From an optimization exercise on the open Yosys and OpenROAD flow, aimed at small area; shortcuts taken in it are not production practice. The RTL was checked by simulation tests, not by an equivalence proof against the original design. No activity file was given, so power comes from the tool's default toggle rates.

==> flow/config.mk <==
export PLATFORM = sky130hd
export DESIGN_NAME = regfile
export DESIGN_NICKNAME = regfile
export VERILOG_FILES = /design/flow/design.v
export SDC_FILE = /design/flow/constraint.sdc
export NUM_CORES = 4
export LEC_CHECK = 0
export CAP_MARGIN = 20
export CORE_MARGIN = 2
export CORE_UTILIZATION = 40
export SLEW_MARGIN = 20
==> flow/constraint.sdc <==
create_clock -name core_clock -period 8.0 [get_ports {clk}]
set_input_delay 1.6000 -clock core_clock [delete_from_list [all_inputs] [get_ports {clk}]]
set_output_delay 1.6000 -clock core_clock [all_outputs]
set_load 0.01 [all_outputs]
==> flow/design.v <==
module regfile #(
  parameter int NREGS = 32,
  parameter int AW    = 5,
  parameter int DW    = 32
) (
  input  logic             clk,
  input  logic             rst_n,
  input  logic             we_i,
  input  logic [AW-1:0]    waddr_i,
  input  logic [DW-1:0]    wdata_i,
  input  logic             wload_i,
  input  logic [AW-1:0]    raddr1_i,
  input  logic [AW-1:0]    raddr2_i,
  output logic [DW-1:0]    rdata1_o,
  output logic [DW-1:0]    rdata2_o,
  input  logic             rs1_used_i,
  input  logic             rs2_used_i,
  input  logic [AW-1:0]    rs1_i,
  input  logic [AW-1:0]    rs2_i,
  input  logic             ld_issue_i,
  input  logic [AW-1:0]    ld_rd_i,
  input  logic             flush_i,
  output logic             stall_o,
  output logic [NREGS-1:0] busy_o
);
  logic [DW-1:0]    regs [1:NREGS-1];
  logic [NREGS-1:0] busy_q;
  logic [NREGS-1:0] busy_d;
  logic             wb_load;
  logic             haz1;
  logic             haz2;
  assign wb_load = we_i & wload_i & (waddr_i != '0);
  always_ff @(posedge clk or negedge rst_n) begin
    if (!rst_n) begin
      for (int i = 1; i < NREGS; i++) begin
        regs[i] <= '0;
      end
    end else if (we_i && (waddr_i != '0)) begin
      regs[waddr_i] <= wdata_i;
    end
  end
  always_comb begin
    rdata1_o = '0;
    if (rst_n && (raddr1_i != '0)) begin
      if (we_i && (waddr_i == raddr1_i)) rdata1_o = wdata_i;
      else                               rdata1_o = regs[raddr1_i];
    end
  end
  always_comb begin
    rdata2_o = '0;
    if (rst_n && (raddr2_i != '0)) begin
      if (we_i && (waddr_i == raddr2_i)) rdata2_o = wdata_i;
      else                               rdata2_o = regs[raddr2_i];
    end
  end
  always_comb begin
    busy_d = busy_q;
    if (flush_i) begin
      busy_d = '0;
    end else begin
      if (wb_load)                         busy_d[waddr_i] = 1'b0;
      if (ld_issue_i && (ld_rd_i != '0))   busy_d[ld_rd_i] = 1'b1;
    end
    busy_d[0] = 1'b0;
  end
  always_ff @(posedge clk or negedge rst_n) begin
    if (!rst_n) busy_q <= '0;
    else        busy_q <= busy_d;
  end
  assign haz1 = rs1_used_i & busy_q[rs1_i] & ~(we_i & wload_i & (waddr_i == rs1_i));
  assign haz2 = rs2_used_i & busy_q[rs2_i] & ~(we_i & wload_i & (waddr_i == rs2_i));
  assign stall_o = haz1 | haz2;
  assign busy_o  = busy_q;
endmodule
==> flow/run.sh <==
#!/bin/bash
# synth_recipe.tcl (not shown) runs the flow's synth.tcl, then flattens the netlist and writes it again
# the make line also repeats each setting of config.mk as NAME=value (left out here)
make -C /OpenROAD-flow-scripts/flow DESIGN_CONFIG=/design/flow/config.mk WORK_HOME=/design/flow/orfs CLKGATE_MAP_FILE= SYNTH_SCRIPT=/design/flow/synth_recipe.tcl finish
==> notes.md <==
==> logic make-up after synthesis <==
group	Yosys count
AOI/OAI and AO/OA	1171
muxes	1040
DFF	1023
and+or+nand+nor	917
buffers and inverters	471
xor gates and xnor gates	26
adders and majority gates	10
other	1
==> layer usage <==
metal  routed length, um  vias to the layer above
met5                 349                        -
met4               28300                       33
met3               46200                     1871
met2              111000                     5217
met1              102000                    25000
li1                    -                    18100
==> through the flow <==
step	setup slack, ns	hold WS (ns)	std cells
5_1_grt	0.861	0.541	6622
4_1_cts	0.947	0.519	6606
6_report	0.747	0.521	6638
3_3_place_gp	1.02	0.497	6394
3_5_place_dp	0.968	0.505	6395
2_1_floorplan	3.23	0.485	4659
==> cell usage after synthesis (all sizes together), types with 22 or more instances <==
cell type  instances
a21oi            108
dfrtp           1023
o21ai            116
mux2i             24
a2111oi           51
and3             158
a22oi            733
a31oi             22
a32oi             24
buf              272
nand2            206
clkbuf           183
nand4            111
nor2             131
mux2            1002
nor4              56
nand3            110
a22o              34
nor3              42
==> worst paths after layout <==
check | start | endpoint | slack [ns] | cells past startpoint
worst max-delay path | raddr1_i[4] | rdata1_o[4] | 0.75 | 9
worst min register to register | regs[3][29]$_DFFE_PN0P_ | regs[3][29]$_DFFE_PN0P_ | 0.52 | 1
worst min-delay path | regs[3][29]$_DFFE_PN0P_ | regs[3][29]$_DFFE_PN0P_ | 0.52 | 1
max in group asynchronous | rst_n | regs[6][17]$_DFFE_PN0P_ | 3.50 | 5
worst max register to register | regs[12][26]$_DFFE_PN0P_ | regs[12][26]$_DFFE_PN0P_ | 7.06 | 1
min in group asynchronous | rst_n | busy_q[26]$_DFF_PN0_ | 0.81 | 1
==> power groups by stage <==
stage          Combinational [mW]  Sequential, mW  Clock, mW
2_1_floorplan                1.40            6.77          0
3_3_place_gp                 2.09            7.23          0
3_5_place_dp                 2.15            7.24          0
4_1_cts                      2.16            7.16       5.76
5_1_grt                      2.33            7.29       5.97
6_report                     2.23            7.26       5.77
==> area by class of cell <==
type / instances / share of cell area
Multi-Input combinational cell: 3165 / 0.423
Sequential cell: 1023 / 0.412
Timing Repair Buffer: 425 / 0.0626
Clock buffer: 154 / 0.0517
Tap cell: 1768 / 0.0356
Clock inverter: 57 / 0.0136
Antenna cell: 30 / 0.00121
Inverter: 16 / 0.000966
==> sequential cells by signal (all words and copies together) (netlist names) <==
name / flops
busy_q: 31
regs: 992
==> impl_metrics.py <==
metrics = {
    "pwr": {
        "total_power_mw": 15.3,
        "p_leak_nw": 26.8,
        "peakVddDrop_v": 0.000199,
        "pwr-share-seq": 0.476,
        "power_density_mw_per_mm2": 246,
        "p_sw_mw": 4.61,
        "p_int_mw": 10.7,
        "power_frac_clock": 0.378,
        "combPwrFrac": 0.146,
        "switching_share": 0.302,
    },
    "worst_setup_path": {
        "worstPathCellList": "buf_2, or3b_1, nor2_4, buf_12, a22oi_1, nand4_1, nor4_1, a21oi_1, clkdlybuf4s50_1",
        "critPathLaunchType": "input pin",
        "slowest_delay_ns": 0.95,
        "critical_path_buf_inv_count": 3,
        "cp_max_fo": 30,
        "slowest_stage": "nor2_4",
        "required_ns": 6.40,
        "cp-end-kind": "primary output",
        "crit_type": "in2out",
        "arrival_ns": 5.65,
        "crit_family": "simple AND/OR/NAND/NOR gates",
    },
    "place": {
        "numPortBuffers": 165,
        "routabilityCongestion": 1.07,
        "dp_hpwl_mm": 181,
        "place_area_sq_mm": 0.0580,
    },
    "global_route": {
        "gr-usage-met2": 0.549,
        "antenna_found_initial": 35,
        "grt_max_degree": 147,
        "track_usage": 0.411,
        "grt_pass1_wl_mm": 390,
        "use_met3": 0.199,
        "met1_usage": 0.511,
        "overflow": 0,
        "busiest_layer": "met2",
        "grt_pass1_vias": 47000,
    },
    "cells_and_area": {
        "mostFrequentLayoutCell": "dfrtp_1",
        "nets": 4823,
        "fin_area_sq_mm": 0.0622,
        "synthToLayoutAreaGrowth_pct": 16.4,
        "multi_input_area_sq_mm": 0.0263,
        "final_cell_mix": "dfrtp_1, mux2_2, a22oi_1, buf_4, nand2_1",
        "seq_area_sq_mm": 0.0256,
        "fill_cells": 12100,
        "drive_gt1_frac": 0.337,
        "post-route-util": 0.468,
    },
    "synth": {
        "syn_nets": 4739,
        "synthSimpleGateAreaFrac": 0.0930,
        "muxShareOfSynthArea": 0.222,
        "ys_types": 77,
        "synth-async-reset-ratio": 1.00,
        "synthCells": 4659,
        "ys_top_cells_by_area": "dfrtp_1, mux2_2, a22oi_1, and3_1, buf_2",
        "yosys.area_share.adder": 0.00234,
        "netlist_area_sq_mm": 0.0534,
        "synth-seq-area-share": 0.479,
        "synth_edf_count": 0,
        "synth-seq-cells": 1023,
        "synth_compound_area_frac": 0.158,
        "synth_top_family_by_area": "multiplexers",
        "synth-main-ff-cell": "dfrtp_1",
        "yosys.area.top_type_share": 0.479,
        "yosysTopAreaCell": "dfrtp_1",
        "postSynthAreaPerCell_sq_um": 11.5,
        "yosysWarnings": 2,
        "synthXorXnorAreaFrac": 0.00426,
    },
    "sta": {
        "rsz0062_at_grt": "false",
        "clock.fmax_ghz": 0.138,
        "maxSlewHeadroom": 0.0858,
        "hold_viol_final": 0,
        "final_max_slew_viol_count": 0,
        "worstMarginPinSlew_ns": 1.37,
        "totalNegativeSetupSlack_ns": 0,
        "finalClockSkew_ns": 0,
        "setup_violations": 0,
        "min_period_ns": 7.25,
        "timing.final.crit_share": 0.907,
    },
    "detailed_routing": {
        "wl_per_cell_um": 43.4,
        "drtIter0Drc": 10700,
        "num_vias": 50200,
        "wl_mm": 288,
        "ant_nets": 0,
        "drc_errors": 0,
        "drtPass1Iterations": 12,
        "viasPerCell": 7.56,
    },
    "clock_tree": {
        "numCtsBuffers": 112,
        "cts_sinks": 1023,
        "post_cts_resized": 0,
        "ctsHoldBuffers": 0,
        "clk_latency_ns": 0.74,
        "clk_pin_slew_ns": 0.06,
        "cts-root-buf": "clkbuf_16",
        "htreeDepth": 3,
        "cts_setup_buffers": 0,
        "tritoncts": "built",
        "clock_path_buffers": 3,
    },
    "run": {
        "drv_cap": 0,
    },
    "hold_path": {
        "hp-class": "reg2reg",
    },
    "floorplanning": {
        "io_pins": 167,
        "die_y_um": 369,
        "die_area_sq_mm": 0.136,
        "start_util": 0.402,
        "core_sq_mm": 0.133,
        "num_rows": 134,
        "die_w_um": 369,
    },
    "outcome": {
        "status": "no timing/DRC/antenna violations",
    },
}

==> static timing again, ports no longer ideal <==
The flow's constraints put no driver on any port. The routed layout listed below was extracted and timed again, unchanged, in two steps. Step 1 assumes that a clkbuf_16 drives the clock port and a buf_2 every other input. Step 2 times the ports against the registers' clock, not the clock port: input delays grow and output delays shrink by t, the midpoint of the rising clock arrivals with the driver on. Three values: no drivers, after step 1, after step 2; two values: the first two.
shift t [ns]: 0.843
slack for setup (ns): 0.747 / 0.720 / 0.720
hold WS [ns]: 0.521 / 0.521 / 0.521
worst setup path after step 2: input to output
worst slew at a driven data input, ns: 0.15
After both steps setup and hold are still met in this run. For this run, drivers alone change the setup slack by -0.027 ns; drivers and shift together by -0.027 ns.
